Context: an optimization exercise on an open-source flow, tuned for small area. The choices shown serve that exercise and are no tape-out recipe.
At most, simulation tests tie the RTL to the original design; equivalence was not proved.
Power figures rest on the tool's default switching activity, not on a simulated workload.

== raven ==
==> flow/design.v <==
package console_geom_pkg;
  localparam int LINE_WIDTH   = 16;   
  localparam int SCREEN_LINES = 4;    
  localparam int FONT_ROWS    = 2;    
  localparam int BUF_LINES    = 16;
  localparam int COL_BITS     = 4;
  localparam int LINE_BITS    = 4;
  localparam int ADDR_BITS    = 8;    
  localparam int MAX_TAB      = 7;    
  typedef logic [LINE_BITS-1:0] line_idx_t;   
  typedef logic [COL_BITS-1:0]  col_idx_t;    
  typedef struct packed {
    line_idx_t line;
    col_idx_t  col;
  } line_col_t;
  typedef union packed {
    logic [ADDR_BITS-1:0] flat;
    line_col_t            lc;
  } buf_addr_u;
endpackage
package console_code_pkg;
  localparam logic [7:0] BS_CODE    = 8'h08;   
  localparam logic [7:0] HT_CODE    = 8'h09;   
  localparam logic [7:0] LF_CODE    = 8'h0A;   
  localparam logic [7:0] CR_CODE    = 8'h0D;   
  localparam logic [7:0] DEL_CODE   = 8'h7F;   
  localparam logic [7:0] CTRL_LIMIT = 8'd32;   
  localparam logic [7:0] BLANK_CHAR = 8'h00;   
  typedef enum logic [2:0] {
    op_print,
    op_backspace,
    op_newline,     
    op_tab
  } write_op_e;
  typedef struct packed {
    write_op_e  op;
    logic [7:0] ch;
  } write_cmd_t;
endpackage
`timescale 1ns/1ns
module char_decoder (
  input  logic       clk,
  input  logic       i_char_stb,
  input  logic [7:0] i_char,
  input  logic       i_alt_func_en,   
  input  logic       i_rdy,           
  output logic       o_keep,          
  output logic       o_cmd_ctrl,      
  output logic [7:0] o_cmd_ch
);
  logic ctrl;    
  always_comb begin
    ctrl   = 1'b0;
    o_keep = 1'b1;
    if (!i_alt_func_en) begin
      ctrl   = (i_char == console_code_pkg::BS_CODE) || (i_char == console_code_pkg::HT_CODE) ||
               (i_char == console_code_pkg::LF_CODE) || (i_char == console_code_pkg::CR_CODE);
      o_keep = !(((i_char < console_code_pkg::CTRL_LIMIT) && !ctrl) ||
                 (i_char == console_code_pkg::DEL_CODE));
    end
  end
  always_ff @(posedge clk) begin
    if (i_rdy) begin
      o_cmd_ch   <= i_char;
      o_cmd_ctrl <= ctrl;
    end
  end
endmodule
`timescale 1ns/1ns
module cursor_writer (
  input  logic       clk,
  input  logic       rst,
  input  logic       i_char_stb,
  input  logic       i_keep,         
  input  logic       i_cmd_ctrl,
  input  logic [7:0] i_cmd_ch,
  input  logic [2:0] i_tab_count,
  input  logic       i_clear_screen_stb,
  input  logic       i_reader_busy,
  output logic       o_rdy,          
  output logic       o_busy,
  output logic       o_we,
  output logic [5:0] o_wr_addr,
  output logic [7:0] o_wr_data,
  output logic [1:0] o_rd_top_row,   
  output logic       o_line_clear    
);
  typedef enum logic [2:0] {
    st_idle,
    st_cmd,
    st_print,
    st_backspace,
    st_pad_line,     
    st_clear_line,   
    st_tab,
    st_clear_all
  } wr_state_e;
  wr_state_e  state;
  logic [3:0] line;     
  logic [3:0] col;
  logic [2:0] tab_cnt;
  logic       clear_req;
  logic       sat;      
  logic       col_last;
  logic       tab_nz;
  logic       new_line;
  logic       col_inc;
  logic       start_clear;
  assign col_last = (col == 4'd15);
  assign tab_nz   = (tab_cnt != 3'd0);
  assign new_line = col_last && ((state == st_print) || (state == st_pad_line) ||
                                 ((state == st_tab) && tab_nz));
  assign col_inc = (state == st_print) || (state == st_pad_line) || (state == st_clear_line) ||
                   ((state == st_tab) && tab_nz) || (state == st_clear_all);
  assign start_clear = (state == st_idle) && clear_req && !i_reader_busy;
  assign o_rdy        = (state == st_idle) && !clear_req;
  assign o_busy       = ((state != st_idle) && (state != st_cmd)) || ((state == st_idle) && clear_req);
  assign o_we         = col_inc || (state == st_backspace);
  assign o_wr_addr    = {line[1:0], col};
  assign o_wr_data    = (state == st_print) ? i_cmd_ch : console_code_pkg::BLANK_CHAR;
  assign o_line_clear = (state == st_clear_line);
  assign o_rd_top_row = !sat ? 2'd0 :
                        ((state == st_clear_line) && (col == 4'd0)) ? line[1:0] : line[1:0] + 2'd1;
  always_ff @(posedge clk) begin
    if (rst) begin
      state     <= st_clear_all;   
      line      <= '0;
      col       <= '0;
      clear_req <= 1'b0;
    end else begin
      if (col_inc) begin
        col <= col + 4'd1;
      end
      if (col_inc && col_last && (state != st_clear_line)) begin
        line <= line + 4'd1;
      end
      case (state)
        st_idle: begin
          if (o_rdy) begin
            if (i_char_stb && i_keep) begin
              state <= st_cmd;
            end
          end else if (start_clear) begin
            clear_req <= 1'b0;
            line      <= '0;
            col       <= '0;
            state     <= st_clear_all;
          end
        end
        st_cmd: begin
          if (!i_cmd_ctrl) begin
            state <= st_print;
          end else begin
            case (i_cmd_ch[2:0])
              3'd0: begin   
                if (col != 4'd0) begin
                  col <= col - 4'd1;
                end
                state <= st_backspace;
              end
              3'd1:    state <= st_tab;
              default: state <= st_pad_line;   
            endcase
          end
        end
        st_print:      state <= st_idle;
        st_backspace:  state <= st_idle;
        st_clear_line: if (col_last) state <= st_idle;
        st_tab:        if (!tab_nz) state <= st_idle;
        st_clear_all:  if ((line == 4'd15) && col_last) state <= st_idle;
        default: ;
      endcase
      if (new_line) begin
        state <= st_clear_line;
      end
      if (i_clear_screen_stb) begin
        clear_req <= 1'b1;
      end
    end
  end
  always_ff @(posedge clk) begin
    if (state == st_cmd) begin
      tab_cnt <= i_tab_count;
    end else if (state == st_tab) begin
      tab_cnt <= tab_cnt - 3'd1;
    end
  end
  always_ff @(posedge clk) begin
    if (rst || (state == st_clear_all)) begin
      sat <= 1'b0;
    end else if (new_line && (line[1:0] == 2'd3)) begin
      sat <= 1'b1;
    end
  end
endmodule
`timescale 1ns/1ns
module char_ram (
  input  logic       clk,
  input  logic       i_we,
  input  logic [5:0] i_wr_addr,
  input  logic [7:0] i_wr_data,
  input  logic [5:0] i_rd_addr,
  output logic [7:0] o_rd_data
);
  logic [7:0]  mem [64];
  always_ff @(posedge clk) if (i_we) mem[i_wr_addr] <= i_wr_data;
  logic [3:0] clo, chi, rs; logic [7:0] grp [16]; logic [7:0] rowd [4]; logic [7:0] rd;
  always_comb begin
    for (int c = 0; c < 4; c++) clo[c] = (i_rd_addr[1:0] == c[1:0]);
    for (int c = 0; c < 4; c++) chi[c] = (i_rd_addr[3:2] == c[1:0]);
    for (int c = 0; c < 4; c++) rs[c]  = (i_rd_addr[5:4] == c[1:0]);
    for (int g = 0; g < 16; g++) begin
      grp[g] = '0;
      for (int c = 0; c < 4; c++) grp[g] |= mem[g*4 + c] & {8{clo[c]}};
    end
    for (int r = 0; r < 4; r++) begin
      rowd[r] = '0;
      for (int c = 0; c < 4; c++) rowd[r] |= grp[r*4 + c] & {8{chi[c]}};
    end
    rd = '0;
    for (int r = 0; r < 4; r++) rd |= rowd[r] & {8{rs[r]}};
  end
  always_ff @(posedge clk) o_rd_data <= rd;
endmodule
`timescale 1ns/1ns
module frame_reader (
  input  logic       clk,
  input  logic       rst,
  input  logic       i_read_frame_stb,
  input  logic       i_char_req_en,   
  input  logic       i_writer_busy,
  input  logic [1:0] i_rd_top_row,   
  input  logic       i_line_clear,    
  output logic       o_busy,
  output logic [5:0] o_rd_addr,      
  output logic       o_char_rdy
);
  typedef enum logic [1:0] {
    rd_idle,
    rd_wait_writer,
    rd_setup,
    rd_request
  } rd_state_e;
  rd_state_e  state;
  logic [6:0] pos;      
  logic       req_hit;
  logic       in_delay;
  logic       rdy_d1;   
  assign in_delay = (state == rd_request) && rdy_d1;
  assign req_hit  = (state == rd_request) && !rdy_d1 && i_char_req_en && !i_line_clear;
  assign o_busy   = (state == rd_setup) || (state == rd_request);
  always_ff @(posedge clk) begin
    if (rst) begin
      state      <= rd_idle;
      rdy_d1     <= 1'b0;
      o_char_rdy <= 1'b0;
    end else begin
      rdy_d1     <= req_hit;
      o_char_rdy <= rdy_d1;
      case (state)
        rd_wait_writer: if (!i_writer_busy) state <= rd_setup;   
        rd_setup:       state <= rd_request;
        rd_request:     if (in_delay && (pos == 7'd127)) state <= rd_idle;   
        default: ;
      endcase
      if (i_read_frame_stb) begin
        state <= rd_wait_writer;   
      end
    end
  end
  always_ff @(posedge clk) begin
    if (state == rd_wait_writer) begin
      pos <= '0;
    end else if (in_delay) begin
      pos <= pos + 7'd1;
    end
  end
  assign o_rd_addr = {i_rd_top_row + pos[6:5], pos[3:0]};
endmodule
`timescale 1ns/1ns
module console_buffer (
  input  logic       clk,
  input  logic       rst,
  input  logic       i_char_stb,
  input  logic [7:0] i_char,
  input  logic       i_alt_func_en,
  input  logic [2:0] i_tab_count,
  input  logic       i_clear_screen_stb,
  output logic       o_wr_char_rdy,
  input  logic       i_read_frame_stb,
  input  logic       i_char_req_en,
  output logic       o_char_rdy,
  output logic [7:0] o_char
);
  logic       keep;
  logic       rdy;
  logic       cmd_ctrl;
  logic [7:0] cmd_ch;
  logic       writer_busy;
  logic       reader_busy;
  logic       we;
  logic [5:0] wr_addr;
  logic [7:0] wr_data;
  logic [5:0] rd_addr;
  logic [1:0] rd_top_row;   
  logic       line_clear;
  char_decoder u_char_decoder (
    .clk(clk),
    .i_char_stb(i_char_stb), .i_char(i_char), .i_alt_func_en(i_alt_func_en),
    .i_rdy(rdy),
    .o_keep(keep), .o_cmd_ctrl(cmd_ctrl), .o_cmd_ch(cmd_ch)
  );
  assign o_wr_char_rdy = rdy;
  cursor_writer u_cursor_writer (
    .clk(clk), .rst(rst),
    .i_char_stb(i_char_stb), .i_keep(keep), .i_cmd_ctrl(cmd_ctrl), .i_cmd_ch(cmd_ch), .i_tab_count(i_tab_count),
    .i_clear_screen_stb(i_clear_screen_stb), .i_reader_busy(reader_busy),
    .o_rdy(rdy), .o_busy(writer_busy), .o_we(we), .o_wr_addr(wr_addr), .o_wr_data(wr_data),
    .o_rd_top_row(rd_top_row), .o_line_clear(line_clear)
  );
  char_ram u_char_ram (
    .clk(clk), .i_we(we), .i_wr_addr(wr_addr), .i_wr_data(wr_data),
    .i_rd_addr(rd_addr), .o_rd_data(o_char)
  );
  frame_reader u_frame_reader (
    .clk(clk), .rst(rst),
    .i_read_frame_stb(i_read_frame_stb), .i_char_req_en(i_char_req_en),
    .i_writer_busy(writer_busy), .i_rd_top_row(rd_top_row), .i_line_clear(line_clear),
    .o_busy(reader_busy), .o_rd_addr(rd_addr), .o_char_rdy(o_char_rdy)
  );
endmodule
export LEC_CHECK = 0
export CAP_MARGIN = 20
export CORE_MARGIN = 2
export CORE_UTILIZATION = 60
export CTS_BUF_LIST = sky130_fd_sc_hd__clkbuf_8
export CTS_CLUSTER_DIAMETER = 60
export CTS_CLUSTER_SIZE = 16
export SLEW_MARGIN = 20
export SYNTH_MEMORY_MAX_BITS = 4096
create_clock -name core_clock -period 5.0 [get_ports {clk}]
standard.sh (not shown) runs the stock make flow with config.mk's settings and CLKGATE_MAP_FILE= SYNTH_SCRIPT=/design/flow/synth_recipe.tcl, a recipe that flattens the netlist after the stock synthesis.
==> flow/flow/run.sh <==
#!/bin/bash
# Standard layout, with port buffers of the smallest buffer and no dummy clock loads.
set -e
export BUFFER_PORTS_ARGS="-buffer_cell sky130_fd_sc_hd__buf_1"
export CTS_ARGS="-sink_clustering_enable -repair_clock_nets -dont_use_dummy_load -sink_clustering_size 16 -sink_clustering_max_diameter 60 -buf_list sky130_fd_sc_hd__clkbuf_8"
bash standard.sh > standard.log 2>&1
## Diff of input files: ember against raven
==> flow/design.v, changed modules only <==
module char_ram (
  input  logic       clk,
  input  logic       i_we,
  input  logic [5:0] i_wr_addr,
  input  logic [7:0] i_wr_data,
  input  logic [5:0] i_rd_addr,
  output logic [7:0] o_rd_data
);
  logic [7:0]  mem [64];
  always_ff @(posedge clk) if (i_we) mem[i_wr_addr] <= i_wr_data;
  logic [3:0] clo, chi; logic [7:0] grp [16]; logic [7:0] rowd [4];
  always_comb begin
    for (int c = 0; c < 4; c++) clo[c] = (i_rd_addr[1:0] == c[1:0]);
    for (int c = 0; c < 4; c++) chi[c] = (i_rd_addr[3:2] == c[1:0]);
    for (int g = 0; g < 16; g++) begin
      grp[g] = '0;
      for (int c = 0; c < 4; c++) grp[g] |= mem[g*4 + c] & {8{clo[c]}};
    end
    for (int r = 0; r < 4; r++) begin
      rowd[r] = '0;
      for (int c = 0; c < 4; c++) rowd[r] |= grp[r*4 + c] & {8{chi[c]}};
    end
  end
  always_ff @(posedge clk) o_rd_data <= rowd[i_rd_addr[5:4]];
endmodule
Results
ember against raven; number of vias per cell is down slightly. ember: flow completed, timing, DRC and antenna clean. Re global-route met3 utilization: ember is 2.5 points up on raven. Going from raven to ember, fraction of met2 tracks used by global routing went up 0.16 points; total detailed-routing wirelength went up 1.9%; clock power held; worst hold slack after final layout held; number of instances in the synthesized netlist held.
Function not checked in ember: the RTL went through the layout flow alone.


## job 3711
Another version of the RTL of console_buffer (not shown whole).
Size: roughly 1200 cells after synthesis, roughly 570 flip-flops, ~0.019 sq mm of cells after synthesis.
==> module char_ram, before the edit <==
module char_ram (
  input  logic       clk,
  input  logic       rst,
  input  logic       i_we,         
  input  logic [3:0] i_wr_col,
  input  logic [7:0] i_wr_data,
  input  logic       i_move,       
  input  logic [1:0] i_move_slot,
  input  logic       i_hist_clear,  
  input  logic [3:0] i_rd_col,      
  output logic [3:0] o_turn,
  input  logic [2:0] i_rd_src,     
  output logic [7:0] o_rd_data
);
  logic [7:0]  cur [16];
  logic [7:0]  hist [3][16];
  logic [3:0]  turn;
  logic [3:0]  cur_col;
  logic [3:0]  hist_col;
  logic [7:0]  row_d [4];   
  logic [7:0]  cur_d;
  logic [7:0]  rd;
  always_ff @(posedge clk) begin
    if (rst) begin
      turn <= '0;
    end else begin
      turn <= turn + 4'd1;
    end
  end
  assign o_turn = turn;
  always_ff @(posedge clk) begin
    if (i_move) begin
      cur[i_rd_col] <= console_code_pkg::BLANK_CHAR;
    end else if (i_we) begin
      cur[i_wr_col] <= i_wr_data;
    end
  end
  assign cur_col  = i_rd_col;
  assign hist_col = i_rd_col - turn;   
  always_comb begin
    logic [7:0] quad [4];
    logic [3:0] c;
    for (int k = 0; k < 4; k++) begin
      c = (k == 3) ? cur_col : hist_col;
      for (int q = 0; q < 4; q++) begin
        quad[q] = '0;
        for (int i = 0; i < 4; i++) begin
          quad[q] |= ((k == 3) ? cur[q*4 + i] : hist[k][q*4 + i]) & {8{c[1:0] == i[1:0]}};
        end
      end
      row_d[k] = '0;
      for (int q = 0; q < 4; q++) row_d[k] |= quad[q] & {8{c[3:2] == q[1:0]}};
    end
  end
  assign cur_d = row_d[3];
  always_ff @(posedge clk) begin
    for (int k = 0; k < 3; k++) begin
      for (int i = 0; i < 15; i++) begin
        hist[k][i] <= hist[k][i+1];
      end
      if (i_hist_clear) begin
        hist[k][15] <= console_code_pkg::BLANK_CHAR;
      end else if (i_move && (i_move_slot == k[1:0])) begin
        hist[k][15] <= cur_d;
      end else begin
        hist[k][15] <= hist[k][0];
      end
    end
  end
  always_comb begin
    case (i_rd_src)
      3'd0:    rd = row_d[0];
      3'd1:    rd = row_d[1];
      3'd2:    rd = row_d[2];
      3'd3:    rd = row_d[3];
      default: rd = console_code_pkg::BLANK_CHAR;
    endcase
  end
  always_ff @(posedge clk) begin
    o_rd_data <= rd;
  end
endmodule
==> module frame_reader, before the edit <==
module frame_reader (
  input  logic       clk,
  input  logic       rst,
  input  logic       i_read_frame_stb,
  input  logic       i_char_req_en,   
  input  logic       i_writer_busy,
  input  logic       i_sat,          
  input  logic [1:0] i_line,         
  input  logic [1:0] i_slot,         
  input  logic       i_line_clear,    
  input  logic [3:0] i_turn,
  output logic       o_busy,
  output logic [3:0] o_rd_col,       
  output logic [2:0] o_rd_src,       
  output logic       o_char_rdy
);
  typedef enum logic [1:0] {
    rd_idle,
    rd_wait_writer,
    rd_setup,
    rd_request
  } rd_state_e;
  rd_state_e  state;
  logic [6:0] pos;      
  logic       req_hit;
  logic       in_delay;
  logic       rdy_d1;   
  assign in_delay = (state == rd_request) && rdy_d1;
  assign req_hit  = (state == rd_request) && !rdy_d1 && i_char_req_en && !i_line_clear;
  assign o_busy   = (state == rd_setup) || (state == rd_request);
  always_ff @(posedge clk) begin
    if (rst) begin
      state      <= rd_idle;
      rdy_d1     <= 1'b0;
      o_char_rdy <= 1'b0;
    end else begin
      rdy_d1     <= req_hit;
      o_char_rdy <= rdy_d1;
      case (state)
        rd_wait_writer: if (!i_writer_busy) state <= rd_setup;   
        rd_setup:       state <= rd_request;
        rd_request:     if (in_delay && (pos == 7'd127)) state <= rd_idle;   
        default: ;
      endcase
      if (i_read_frame_stb) begin
        state <= rd_wait_writer;   
      end
    end
  end
  always_ff @(posedge clk) begin
    if (state == rd_wait_writer) begin
      pos <= '0;
    end else if (in_delay) begin
      pos <= pos + 7'd1;
    end
  end
  logic [1:0] scr;    
  logic [2:0] src;
  logic [2:0] sum;
  assign scr = pos[6:5];
  assign sum = {1'b0, i_slot} + {1'b0, scr} + 3'd3;   
  always_comb begin
    if (i_sat) begin
      if (scr == 2'd3) begin
        src = 3'd3;
      end else begin
        src = (sum >= 3'd6) ? sum - 3'd6 : sum - 3'd3;
      end
    end else if (scr == i_line) begin
      src = 3'd3;
    end else if (scr < i_line) begin
      src = {1'b0, scr};   
    end else begin
      src = 3'd4;          
    end
  end
  always_ff @(posedge clk) begin
    o_rd_col <= i_line_clear ? i_turn + 4'd1 : pos[3:0];
    o_rd_src <= src;
  end
endmodule
==> module console_buffer, before the edit <==
module console_buffer (
  input  logic       clk,
  input  logic       rst,
  input  logic       i_char_stb,
  input  logic [7:0] i_char,
  input  logic       i_alt_func_en,
  input  logic [2:0] i_tab_count,
  input  logic       i_clear_screen_stb,
  output logic       o_wr_char_rdy,
  input  logic       i_read_frame_stb,
  input  logic       i_char_req_en,
  output logic       o_char_rdy,
  output logic [7:0] o_char
);
  logic       keep;
  logic       rdy;
  logic       cmd_ctrl;
  logic [7:0] cmd_ch;
  logic       writer_busy;
  logic       reader_busy;
  logic       we;
  logic [3:0] wr_col;
  logic [7:0] wr_data;
  logic       move;
  logic [1:0] move_slot;
  logic       hist_clear;
  logic       sat;
  logic [1:0] cur_line;
  logic [1:0] cur_slot;
  logic [3:0] rd_col;
  logic [3:0] turn;
  logic [2:0] rd_src;
  logic       line_clear;
  char_decoder u_char_decoder (
    .clk(clk),
    .i_char_stb(i_char_stb), .i_char(i_char), .i_alt_func_en(i_alt_func_en),
    .i_rdy(rdy),
    .o_keep(keep), .o_cmd_ctrl(cmd_ctrl), .o_cmd_ch(cmd_ch)
  );
  assign o_wr_char_rdy = rdy;
  cursor_writer u_cursor_writer (
    .clk(clk), .rst(rst),
    .i_char_stb(i_char_stb), .i_keep(keep), .i_cmd_ctrl(cmd_ctrl), .i_cmd_ch(cmd_ch), .i_tab_count(i_tab_count),
    .i_clear_screen_stb(i_clear_screen_stb), .i_reader_busy(reader_busy),
    .o_rdy(rdy), .o_busy(writer_busy), .o_we(we), .o_wr_col(wr_col), .o_wr_data(wr_data),
    .o_move(move), .o_move_slot(move_slot), .o_hist_clear(hist_clear),
    .o_sat(sat), .o_line(cur_line), .o_slot(cur_slot), .o_line_clear(line_clear)
  );
  char_ram u_char_ram (
    .clk(clk), .rst(rst), .i_we(we), .i_wr_col(wr_col), .i_wr_data(wr_data),
    .i_move(move), .i_move_slot(move_slot), .i_hist_clear(hist_clear),
    .i_rd_col(rd_col), .o_turn(turn), .i_rd_src(rd_src), .o_rd_data(o_char)
  );
  frame_reader u_frame_reader (
    .clk(clk), .rst(rst),
    .i_read_frame_stb(i_read_frame_stb), .i_char_req_en(i_char_req_en),
    .i_writer_busy(writer_busy), .i_sat(sat), .i_line(cur_line), .i_slot(cur_slot),
    .i_line_clear(line_clear), .i_turn(turn),
    .o_busy(reader_busy), .o_rd_col(rd_col), .o_rd_src(rd_src), .o_char_rdy(o_char_rdy)
  );
endmodule
clock: 5.0 ns
lec_check: 0
cap_margin: 20
core_margin: 2
core_utilization: 60
cts_buf_list: sky130_fd_sc_hd__clkbuf_8
cts_cluster_diameter: 60
cts_cluster_size: 16
slew_margin: 20
synth_memory_max_bits: 4096
Scripts as last shown in full above: flow/flow/run.sh
The following lists how job 6729 was set up differently from job 3711:
-- flow/design.v --
<<< job 3711, line 224
  input  logic [1:0] i_move_slot,
  input  logic       i_hist_clear,  
  input  logic [3:0] i_rd_col,      
  output logic [3:0] o_turn,
  input  logic [2:0] i_rd_src,     
  output logic [7:0] o_rd_data
>>> job 6729, line 224
  input  logic [1:0] i_move_slot,
  input  logic       i_hist_clear,  
  input  logic [3:0] i_rd_col,
  input  logic [2:0] i_rd_src,     
  output logic [7:0] o_rd_data
<<< job 3711, line 234
  logic [3:0]  cur_col;
  logic [3:0]  hist_col;
  logic [7:0]  row_d [4];   
  logic [7:0]  cur_d;
  logic [7:0]  rd;
  always_ff @(posedge clk) begin
>>> job 6729, line 233
  logic [3:0]  cur_col;
  logic [3:0]  hist_col;
  logic [15:0] cur_sel;    
  logic [15:0] hist_sel;   
  logic [7:0]  cur_d;
  logic [7:0]  hist_d [3];
  logic [7:0]  rd;
  always_ff @(posedge clk) begin
<<< job 3711, line 244
    end
  end
  assign o_turn = turn;
  always_ff @(posedge clk) begin
    if (i_move) begin
      cur[i_rd_col] <= console_code_pkg::BLANK_CHAR;
    end else if (i_we) begin
      cur[i_wr_col] <= i_wr_data;
    end
  end
  assign cur_col  = i_rd_col;
  assign hist_col = i_rd_col - turn;   
  always_comb begin
    logic [7:0] quad [4];
    logic [3:0] c;
    for (int k = 0; k < 4; k++) begin
      c = (k == 3) ? cur_col : hist_col;
      for (int q = 0; q < 4; q++) begin
        quad[q] = '0;
        for (int i = 0; i < 4; i++) begin
          quad[q] |= ((k == 3) ? cur[q*4 + i] : hist[k][q*4 + i]) & {8{c[1:0] == i[1:0]}};
        end
      end
      row_d[k] = '0;
      for (int q = 0; q < 4; q++) row_d[k] |= quad[q] & {8{c[3:2] == q[1:0]}};
    end
  end
  assign cur_d = row_d[3];
  always_ff @(posedge clk) begin
    for (int k = 0; k < 3; k++) begin
>>> job 6729, line 245
    end
  end
  always_ff @(posedge clk) begin
    if (i_move) begin
      cur[turn] <= console_code_pkg::BLANK_CHAR;
    end else if (i_we) begin
      cur[i_wr_col] <= i_wr_data;
    end
  end
  assign cur_col  = i_move ? turn : i_rd_col;
  assign hist_col = i_rd_col - turn;   
  always_comb begin
    for (int i = 0; i < 16; i++) begin
      cur_sel[i]  = (cur_col == i[3:0]);
      hist_sel[i] = (hist_col == i[3:0]);
    end
    cur_d = '0;
    for (int i = 0; i < 16; i++) cur_d |= cur[i] & {8{cur_sel[i]}};
    for (int k = 0; k < 3; k++) begin
      hist_d[k] = '0;
      for (int i = 0; i < 16; i++) hist_d[k] |= hist[k][i] & {8{hist_sel[i]}};
    end
  end
  always_ff @(posedge clk) begin
    for (int k = 0; k < 3; k++) begin
<<< job 3711, line 286
  always_comb begin
    case (i_rd_src)
      3'd0:    rd = row_d[0];
      3'd1:    rd = row_d[1];
      3'd2:    rd = row_d[2];
      3'd3:    rd = row_d[3];
      default: rd = console_code_pkg::BLANK_CHAR;
    endcase
>>> job 6729, line 282
  always_comb begin
    case (i_rd_src)
      3'd0:    rd = hist_d[0];
      3'd1:    rd = hist_d[1];
      3'd2:    rd = hist_d[2];
      3'd3:    rd = cur_d;
      default: rd = console_code_pkg::BLANK_CHAR;
    endcase
<<< job 3711, line 308
  input  logic [1:0] i_slot,         
  input  logic       i_line_clear,    
  input  logic [3:0] i_turn,
  output logic       o_busy,
  output logic [3:0] o_rd_col,       
>>> job 6729, line 304
  input  logic [1:0] i_slot,         
  input  logic       i_line_clear,    
  output logic       o_busy,
  output logic [3:0] o_rd_col,       
<<< job 3711, line 375
  end
  always_ff @(posedge clk) begin
    o_rd_col <= i_line_clear ? i_turn + 4'd1 : pos[3:0];
    o_rd_src <= src;
  end
>>> job 6729, line 370
  end
  always_ff @(posedge clk) begin
    o_rd_col <= pos[3:0];
    o_rd_src <= src;
  end
<<< job 3711, line 410
  logic [1:0] cur_slot;
  logic [3:0] rd_col;
  logic [3:0] turn;
  logic [2:0] rd_src;
  logic       line_clear;
>>> job 6729, line 405
  logic [1:0] cur_slot;
  logic [3:0] rd_col;
  logic [2:0] rd_src;
  logic       line_clear;
<<< job 3711, line 431
    .clk(clk), .rst(rst), .i_we(we), .i_wr_col(wr_col), .i_wr_data(wr_data),
    .i_move(move), .i_move_slot(move_slot), .i_hist_clear(hist_clear),
    .i_rd_col(rd_col), .o_turn(turn), .i_rd_src(rd_src), .o_rd_data(o_char)
  );
  frame_reader u_frame_reader (
>>> job 6729, line 425
    .clk(clk), .rst(rst), .i_we(we), .i_wr_col(wr_col), .i_wr_data(wr_data),
    .i_move(move), .i_move_slot(move_slot), .i_hist_clear(hist_clear),
    .i_rd_col(rd_col), .i_rd_src(rd_src), .o_rd_data(o_char)
  );
  frame_reader u_frame_reader (
<<< job 3711, line 437
    .i_read_frame_stb(i_read_frame_stb), .i_char_req_en(i_char_req_en),
    .i_writer_busy(writer_busy), .i_sat(sat), .i_line(cur_line), .i_slot(cur_slot),
    .i_line_clear(line_clear), .i_turn(turn),
    .o_busy(reader_busy), .o_rd_col(rd_col), .o_rd_src(rd_src), .o_char_rdy(o_char_rdy)
  );
>>> job 6729, line 431
    .i_read_frame_stb(i_read_frame_stb), .i_char_req_en(i_char_req_en),
    .i_writer_busy(writer_busy), .i_sat(sat), .i_line(cur_line), .i_slot(cur_slot),
    .i_line_clear(line_clear),
    .o_busy(reader_busy), .o_rd_col(rd_col), .o_rd_src(rd_src), .o_char_rdy(o_char_rdy)
  );
Total power divided by cell area essentially unchanged between job 3711 and job 6729.
Overall routed net length delta (job 6729 − job 3711): unfavourable
Xor and xnor area share after synthesis: job 6729 vs job 3711, no meaningful difference
Job 6729 reports its cell at the slowest stage of the critical path as sky130_fd_sc_hd__fa_4 while job 3711 reports sky130_fd_sc_hd__dfxtp_1.
Against job 3711 as the reference, job 6729 delivers a higher sequential power.
Layout buffering overhead excluding clock cells was lower in the run labelled job 3711.
Between job 3711 and job 6729, number of cells on the critical path is lower for job 3711, job 6729 comes in above that.
Between job 3711 and job 6729, total global-route track usage increased.
Changes observed in job 6729 relative to job 3711: post-synthesis to final-layout area growth ~0 delta; worst-case setup margin in the final layout -0.64 ns; final clock period utilization by the worst path +13 points.
Of job 6729 and job 3711, it is job 6729 that has the higher total power.
Non-clock buffer count, job 6729 vs job 3711: up by more than a quarter
The combined flip-flop and latch cell area on job 3711 is in line with that on job 6729.
[job 6729 vs job 3711] longest individual stage delay on the worst path: higher in job 6729

==> static timing again, ports no longer ideal <==
The results above use ideal ports. As a check the final layouts listed here were re-extracted and re-timed, cells and wires unchanged. Step 1, drivers: a clkbuf_16 drives clk and a buf_2 each remaining input, both assumed. Step 2 adds t to the input delays and takes it off the output delays; t is the mean of the earliest and latest rising clock arrival at the registers after step 1. Input paths then give back, and output paths get back, about the clock's delay inside the block. Three values: ideal ports, drivers, drivers and shift; two values: the first two.
run | shift t [ns] | setup WS [ns] | clock arrival spread, ns
raven | 0.631 | 1.329 / 1.329 / 1.329 | 0.033 / 0.033
ember | 0.639 | 1.405 / 1.405 / 1.405 | 0.045 / 0.045
job 3711 | 0.601 | 1.542 / 1.542 / 1.542 | 0.081 / 0.082
job 6729 | 0.618 | 0.903 / 0.903 / 0.903 | 0.082 / 0.082
After both steps every run listed still meets setup and hold.
